This is an optimization exercise on Yosys and OpenROAD, whose aim is small area, a short achievable clock period and few clock cycles per item, not a production implementation. In this exercise RTL edits were held to simulation tests only and were not proved equivalent to the original. Power is estimated from default activity; no workload was simulated.

## config.mk

```make
export PLATFORM = sky130hd
export DESIGN_NAME = exp_golomb_bit_reader_top
export DESIGN_NICKNAME = exp_golomb_bit_reader_top
export VERILOG_FILES = /design/flow/design.v
export SDC_FILE = /design/flow/constraint.sdc
export NUM_CORES = 4
export LEC_CHECK = 0
export CAP_MARGIN = 20
export CORE_MARGIN = 2
export CORE_UTILIZATION = 30
export PLACE_DENSITY = 0.5
export SLEW_MARGIN = 20
```

## constraint.sdc

```tcl
create_clock -name core_clock -period 5.0 [get_ports {i_clk}]
set_input_delay 1.0000 -clock core_clock [delete_from_list [all_inputs] [get_ports {i_clk}]]
set_output_delay 1.0000 -clock core_clock [all_outputs]
set_load 0.01 [all_outputs]
```

## design.v

```verilog
package egbr_pkg;
    localparam int BUFFER_WORDS_DEF     = 3;
    localparam int MAX_PREFIX_ZEROS_DEF = 15;
    localparam int QUEUE_DEPTH          = 2;
    localparam int QPTR_W               = $clog2(QUEUE_DEPTH);
    localparam int QCNT_W               = $clog2(QUEUE_DEPTH + 1);
    localparam int MAX_COUNT            = 32;
    localparam logic [2:0] KIND_LOAD = 3'd0;
    localparam logic [2:0] KIND_GET  = 3'd1;
    localparam logic [2:0] KIND_SHOW = 3'd2;
    localparam logic [2:0] KIND_UE   = 3'd3;
    localparam logic [2:0] KIND_SE   = 3'd4;
    localparam logic [1:0] ST_OK    = 2'd0;
    localparam logic [1:0] ST_UNDER = 2'd1;
    localparam logic [1:0] ST_LONG  = 2'd2;
    localparam logic [1:0] ST_FULL  = 2'd3;
    typedef enum logic [2:0] {
        OP_NONE,
        OP_LOAD,
        OP_GET,
        OP_SHOW,
        OP_UE,
        OP_SE
    } t_op;
    typedef struct packed {
        logic [2:0]  kind;
        logic [31:0] stream_word;
        logic [5:0]  bit_count;
    } t_in_word;
    typedef struct packed {
        logic signed [32:0] value;
        logic [1:0]         status;
        logic [6:0]         bits_available;
    } t_out_word;
    typedef struct packed {
        t_op         op;
        logic [31:0] stream_word;
        logic [5:0]  count;
    } t_op_word;
    localparam int OP_WORD_W = 3 + 32 + 6;
    typedef struct packed {
        logic     valid;
        t_op_word entry;
    } t_q_head;
endpackage
module exp_golomb_bit_reader_top
#(
    parameter int BUFFER_WORDS     = egbr_pkg::BUFFER_WORDS_DEF,
    parameter int MAX_PREFIX_ZEROS = egbr_pkg::MAX_PREFIX_ZEROS_DEF
) (
    input  logic      i_clk,
    input  logic      i_rst_n,
    input  logic        i_in_valid,
    input  logic [40:0] i_in_word,     
    output logic        o_in_stall,
    output logic        o_out_valid,
    output logic [41:0] o_out_word,    
    input  logic        i_out_stall
);
    localparam logic [1:0] M_ZERO = 2'd0;
    localparam logic [1:0] M_RAW  = 2'd1;
    localparam logic [1:0] M_UE   = 2'd2;
    localparam logic [1:0] M_SE   = 2'd3;
    logic [31:0] r_w0, r_w1, r_w2;
    logic [4:0]  r_ofs;          
    logic [1:0]  r_nw;           
    logic        r_out_valid;
    logic [31:0] r_raw;
    logic [1:0]  r_mode;
    logic [1:0]  r_status;
    logic [2:0]  kind;
    logic [31:0] data;
    logic [5:0]  count;
    assign kind  = i_in_word[40:38];
    assign data  = i_in_word[37:6];
    assign count = i_in_word[5] ? 6'd32 : i_in_word[5:0];
    logic is_load, is_get, is_rd, is_ue, is_exp;
    assign is_load = (kind == egbr_pkg::KIND_LOAD);
    assign is_get  = (kind == egbr_pkg::KIND_GET);
    assign is_rd   = (kind == egbr_pkg::KIND_GET) || (kind == egbr_pkg::KIND_SHOW);
    assign is_ue   = (kind == egbr_pkg::KIND_UE);
    assign is_exp  = (kind == egbr_pkg::KIND_UE) || (kind == egbr_pkg::KIND_SE);
    logic stall, take;
    assign stall      = r_out_valid && i_out_stall;
    assign take       = i_in_valid && !stall;
    assign o_in_stall = stall;
    logic [63:0] cat_sh;
    logic [31:0] top32;
    assign cat_sh = {r_w0, r_w1} << r_ofs;
    assign top32  = cat_sh[63:32];
    logic [4:0] zeros;
    always_comb begin
        zeros = 5'd16;
        for (int i = 15; i >= 0; i--) begin
            if (top32[31-i]) zeros = 5'(i);
        end
    end
    logic       long_code;
    logic [5:0] nbits;
    logic [5:0] sum;
    logic       under;
    logic       held16;
    assign long_code = zeros[4];
    assign nbits     = is_exp ? {1'b0, zeros[3:0], 1'b1} : count;
    assign sum       = {1'b0, r_ofs} + nbits;
    always_comb begin
        unique case (r_nw)
            2'd0:    under = (nbits != 6'd0);
            2'd1:    under = sum[5] && (sum[4:0] != 5'd0);
            default: under = 1'b0;
        endcase
    end
    assign held16 = r_nw[1] || (r_nw[0] && (r_ofs <= 5'd16));
    logic [1:0] status;
    logic [1:0] mode;
    logic       consume;
    logic       load_ok;
    always_comb begin
        status  = egbr_pkg::ST_OK;
        mode    = M_ZERO;
        consume = 1'b0;
        load_ok = 1'b0;
        if (is_load) begin
            if (r_nw == 2'd3) status = egbr_pkg::ST_FULL;
            else              load_ok = 1'b1;
        end else if (is_rd) begin
            if (under) begin
                status = egbr_pkg::ST_UNDER;
            end else begin
                mode    = (count == 6'd0) ? M_ZERO : M_RAW;
                consume = is_get;
            end
        end else if (is_exp) begin
            if (long_code) begin
                status = held16 ? egbr_pkg::ST_LONG : egbr_pkg::ST_UNDER;
            end else if (under) begin
                status = egbr_pkg::ST_UNDER;
            end else begin
                mode    = is_ue ? M_UE : M_SE;
                consume = 1'b1;
            end
        end
    end
    logic [4:0]  rsh;
    logic [31:0] raw;
    assign rsh = is_exp ? {~zeros[3:0], 1'b1} : 5'(6'd32 - count);
    assign raw = top32 >> rsh;
    logic shift_words;
    assign shift_words = take && consume && sum[5];
    always_ff @(posedge i_clk) begin
        if (!i_rst_n) begin
            r_ofs <= '0;
            r_nw  <= '0;
        end else if (take) begin
            if (consume) r_ofs <= sum[4:0];
            if (load_ok)          r_nw <= r_nw + 2'd1;
            else if (shift_words) r_nw <= r_nw - 2'd1;
        end
    end
    always_ff @(posedge i_clk) begin
        if (take && load_ok && r_nw == 2'd0) r_w0 <= data;
        else if (shift_words)                r_w0 <= r_w1;
    end
    always_ff @(posedge i_clk) begin
        if (take && load_ok && r_nw == 2'd1) r_w1 <= data;
        else if (shift_words)                r_w1 <= r_w2;
    end
    always_ff @(posedge i_clk) begin
        if (take && load_ok && r_nw == 2'd2) r_w2 <= data;
    end
    always_ff @(posedge i_clk) begin
        if (!i_rst_n)   r_out_valid <= 1'b0;
        else if (!stall) r_out_valid <= i_in_valid;
    end
    always_ff @(posedge i_clk) begin
        if (take) begin
            r_raw    <= raw;
            r_mode   <= mode;
            r_status <= status;
        end
    end
    logic [32:0] value;
    logic [32:0] mag;
    assign mag = {2'b0, r_raw[31:1]};
    always_comb begin
        unique case (r_mode)
            M_ZERO:  value = '0;
            M_RAW:   value = {1'b0, r_raw};
            M_UE:    value = {1'b0, r_raw - 32'd1};
            default: value = r_raw[0] ? -mag : mag;
        endcase
    end
    assign o_out_valid = r_out_valid;
    assign o_out_word  = {value, r_status, 7'({r_nw, 5'b0}) - 7'(r_ofs)};
endmodule
```

## run.sh

```bash
#!/bin/bash
# synth_recipe.tcl (not shown) runs the flow's synth.tcl, then flattens the netlist and writes it again
# the make line also repeats each setting of config.mk as NAME=value (left out here)
make -C /OpenROAD-flow-scripts/flow DESIGN_CONFIG=/design/flow/config.mk WORK_HOME=/design/flow/orfs CLKGATE_MAP_FILE= SYNTH_SCRIPT=/design/flow/synth_recipe.tcl finish
```

==> out/results.txt <==
Met2 Track Usage GR = 35.6%
Residual DRC = 0
Number of fillers in the final layout = 4487
Master cell of the clock root buffer = sky130_fd_sc_hd__clkbuf_16
Total via count in the routed design = 12470
Total non-filler cell area in the finished layout = 18100 um2
Critical R2R Launch = r_w0[1]$_DFFE_PP_
Crit path setup slack, layout = -0.110 ns
Static power due to leakage = 0.00672 uW
Largest fanout on the critical path = 8
Top post-synthesis cells by count = 137 x sky130_fd_sc_hd__mux2i_1, 132 x sky130_fd_sc_hd__edfxtp_1, 126 x sky130_fd_sc_hd__nand2_1
Total power of the final layout = 3740 uW
Syn_area_per_cell = 9.88 um2
Most used flip-flop cell after synthesis = sky130_fd_sc_hd__edfxtp_1
Shortest clock period the worst path allows after layout = 5.11 ns
Largest net degree at the start of global routing = 58
Pins over their slew limit = 0
Final count of hold timing violations = 0
Met3 usage = 3.12%
Minimum setup slack among reg-to-reg paths = -0.11 ns
Number of top-level design ports = 89
H-tree level count = 4
TritonCTS clock tree = yes
Port Buf Inserts = 88
CTS hold repair buffers = 0
R2r endpoint = r_w1[14]$_DFFE_PP_
Instance count along the most critical hold path = 1
Number of placed instances, taps included = 2189
Wire length of the first global-routing pass = 76.5 mm
Met1 Use GR = 26.1%
Worst-case clock buffer depth = 2
Synthesized area = 13700 um2
Final estimated routing congestion in global placement = 0.949
Slew at the pin with the worst max-slew slack = 0.941 ns
Height of the die = 218 um
Routed wire length = 50.7 mm
Area of the die = 47300 um2
# clock sinks = 140
Crit. End Element = register
Number of nets in the finished design = 1707
Clock tree skew after final layout = 0.0235 ns
Pwr Density = 206 nW/um2
Post-synth net total = 1445
Worst hold endpoint = r_w1[31]$_DFFE_PP_
Core footprint = 45200 um2
Count of final setup violators = 68
Cell taking the most area after synthesis = sky130_fd_sc_hd__edfxtp_1
Worst R2R Path Depth = 19
Number of synthesized register bits = 140
Worst slack after detailed placement = -0.446 ns
Cell area after placement = 16600 um2
Distinct cell type count after synthesis = 84
Number of global-route vias before repair = 12511
Worst-path clk slew = 0.07 ns
Worst supply voltage drop on vdd = 273 uV
Final non-filler cell total = 2260
Portion of the clock cycle consumed by the worst path in the final layout = 102%
Flip-flop and latch area = 4140 um2
Set of violated layout checks = setup timing
Async set-reset flop share out of synthesis = 0%
# diodes = 0
Worst skew pair latency = 0.46 ns
Layer with the highest usage = met2
Setup TNS Final = -5.10 ns
Startpoint Class = register
Classification of the worst setup path = register to register
Initial Util = 30.3%
Chip width = 218 um
FP Rows = 78
Routed wire length per instance = 22.4 um
Outcome = complete, but fails checks
Total CTS buffers = 17
Top area cells in the synthesized netlist = sky130_fd_sc_hd__edfxtp_1 29%, sky130_fd_sc_hd__mux2_2 10%, sky130_fd_sc_hd__mux2i_1 10%
Number of standard cells after synthesis = 1385
Via count normalized by instance count = 5.52
Fraction of layout cells with a size suffix above 1 = 36.4%
Setup repair after global routing missed its margin = yes
Number of DRC markers in iteration 0 = 1058
Upper clock frequency limit = 196 MHz
Residual overflow from global routing = 0
Antenna violations before repair = 0
Synth Warn # = 1
Startpoint of the tightest hold check path = r_w2[31]$_DFFE_PP_
Hold crit path type = register to register
Synthesis-to-finish area growth = 32.5%
GRT Resource Usage Total = 21.2%
Post-synth top area share = 29.0%
Antenna Nets Post-Route = 0
Number of flops mapped to enable cells by yosys = 132
Arrival time of the worst setup path = 5.26 ns
1st-pass router iterations = 7
Part of the Yosys area used for sequential elements = 30.2%
Critical Path RT = 5.15 ns
Count of maximum capacitance violations = 0
Total half-perimeter wirelength after legalization and detailed placement = 38.7 mm
Total area of multi-input combinational cells = 9590 um2
Worst slew margin relative to its limit = 37.3%
Most numerous cell in the Yosys netlist = sky130_fd_sc_hd__mux2i_1
-- cell usage in the layout, fill, tap and decap left out, types with 19 or more instances in the layout --
cell,Yosys,routed
sky130_fd_sc_hd__o21ai_0,68,59
sky130_fd_sc_hd__nand2_1,126,121
sky130_fd_sc_hd__nor3_1,26,20
sky130_fd_sc_hd__edfxtp_1,132,132
sky130_fd_sc_hd__mux2i_1,137,132
sky130_fd_sc_hd__xor2_1,34,33
sky130_fd_sc_hd__clkdlybuf4s50_1,0,67
sky130_fd_sc_hd__o211ai_1,29,29
sky130_fd_sc_hd__xnor2_1,33,32
sky130_fd_sc_hd__mux2_2,125,120
sky130_fd_sc_hd__o22ai_1,31,27
sky130_fd_sc_hd__mux4_2,52,52
sky130_fd_sc_hd__a21oi_1,42,36
sky130_fd_sc_hd__buf_4,6,234
sky130_fd_sc_hd__nand3_1,23,22
sky130_fd_sc_hd__nor2b_1,21,19
sky130_fd_sc_hd__nor2_1,107,103
-- worst max-delay path by stage --
stage / start / endpoint / slack [ns] / cells past startpoint
2_1_floorplan: r_ofs[1]$_SDFFE_PN0P_ / r_nw[1]$_SDFFE_PN0P_ / 0.003 / 21
3_3_place_gp: r_ofs[1]$_SDFFE_PN0P_ / r_ofs[3]$_SDFFE_PN0P_ / -0.32 / 22
3_5_place_dp: r_ofs[3]$_SDFFE_PN0P_ / r_ofs[3]$_SDFFE_PN0P_ / -0.45 / 20
4_1_cts: r_ofs[1]$_SDFFE_PN0P_ / r_w1[14]$_DFFE_PP_ / -0.11 / 19
5_1_grt: r_ofs[1]$_SDFFE_PN0P_ / r_nw[1]$_SDFFE_PN0P_ / -0.29 / 21
6_report: r_w0[1]$_DFFE_PP_ / r_w1[14]$_DFFE_PP_ / -0.11 / 19
-- stage by stage --
step	utilization (%)	hold slack [ns]
6_report	40.1	0.537
4_1_cts	39.4	0.541
5_1_grt	40.1	0.557
2_1_floorplan	-	0.523
3_5_place_dp	36.7	0.531
3_3_place_gp	36.7	0.524
-- kinds of logic (layout without fill, tap and decap cells) --
group                      count (synthesis)  count (layout)  synth area share, %
adders and majority gates                 15              15                 1.43
xor gates and xnor gates                  67              67                 4.29
buffers and inverters                    130             399                 4.81
muxes                                    317             317                 29.2
AOI/OAI and AO/OA                        314             314                 16.0
and+or+nand+nor                          402             408                 14.1
DFF                                      140             140                 30.1
-- layout make-up --
cell class,count,share of cell area [%]
multi-input cells,1121,52.9
repair buffers,345,16.4
clock buffers,17,2.35
inverters,22,0.456
well taps,600,4.14
flip-flops and latches,140,22.8
clock inverters,15,0.994
-- routing by layer --
layer	wire, um	vias to the layer above
li1	-	5860
met1	21000	6086
met2	24500	402
met3	2410	122
met4	2840	0
met5	0	-
-- registers in the layout, indices dropped and copies added, names as in the netlist, 2 cells and up --
name	flops
r_raw	32
r_w1	32
r_w0	32
r_status	2
r_nw	2
r_w2	32
r_mode	2
r_ofs	5
-- power breakdown --
group	total (uW)	internal, uW	switching, uW
combinational	987	461	526
clock	1350	755	594
sequential	1400	1330	66.2
-- what timing repair did --
item	in CTS	in global routing
endpoints found under the hold margin	0	0
pin swaps	14	24
setup buffers	15	18
setup endpoints to repair	93	91
cloned	9	0
resized for setup	96	89
-- worst max-delay path: stages, from the launching register on --
cell	delay, ns
sky130_fd_sc_hd__edfxtp_1	0.51
sky130_fd_sc_hd__buf_6	0.18
sky130_fd_sc_hd__mux2_4	0.27
sky130_fd_sc_hd__mux4_2	0.56
sky130_fd_sc_hd__a22o_4	0.27
sky130_fd_sc_hd__a211oi_4	0.27
sky130_fd_sc_hd__nand2_2	0.12
sky130_fd_sc_hd__a211oi_4	0.31
sky130_fd_sc_hd__o221ai_4	0.16
sky130_fd_sc_hd__buf_6	0.14
sky130_fd_sc_hd__fa_2	0.36
sky130_fd_sc_hd__xor2_2	0.16
sky130_fd_sc_hd__or4_4	0.49
sky130_fd_sc_hd__o21ai_2	0.16
sky130_fd_sc_hd__o2bb2ai_2	0.08
sky130_fd_sc_hd__nor2_1	0.08
sky130_fd_sc_hd__o21a_1	0.19
sky130_fd_sc_hd__nand2b_4	0.13
sky130_fd_sc_hd__buf_12	0.19
sky130_fd_sc_hd__nand2_8	0.15
Testbench counts, summed over its fixed seeds: cycles 12,008, items 12,000.

re-timing with driven ports:
The flow's constraints put no driver on any port. The routed layout listed below was extracted and timed again, unchanged, in two steps.
Step 1 sets driving cells, clkbuf_16 on the clock port and buf_2 on the other inputs (assumed; they add their load-dependent delay and slew).
Step 2 times the ports against the registers' clock, not the clock port: input delays grow and output delays shrink by t, the midpoint of the rising clock arrivals with the driver on.
Three values: no drivers, after step 1, after step 2; two values: the first two.
shift t [ns]: 0.503
setup WS [ns]: -0.110 / -0.110 / -0.152
slew at the worst register clock pin (ns): 0.08 / 0.08
worst slew at a driven data input, ns: 0.04
For this run, drivers alone change the setup slack by 0.000 ns; drivers and shift together by -0.042 ns.
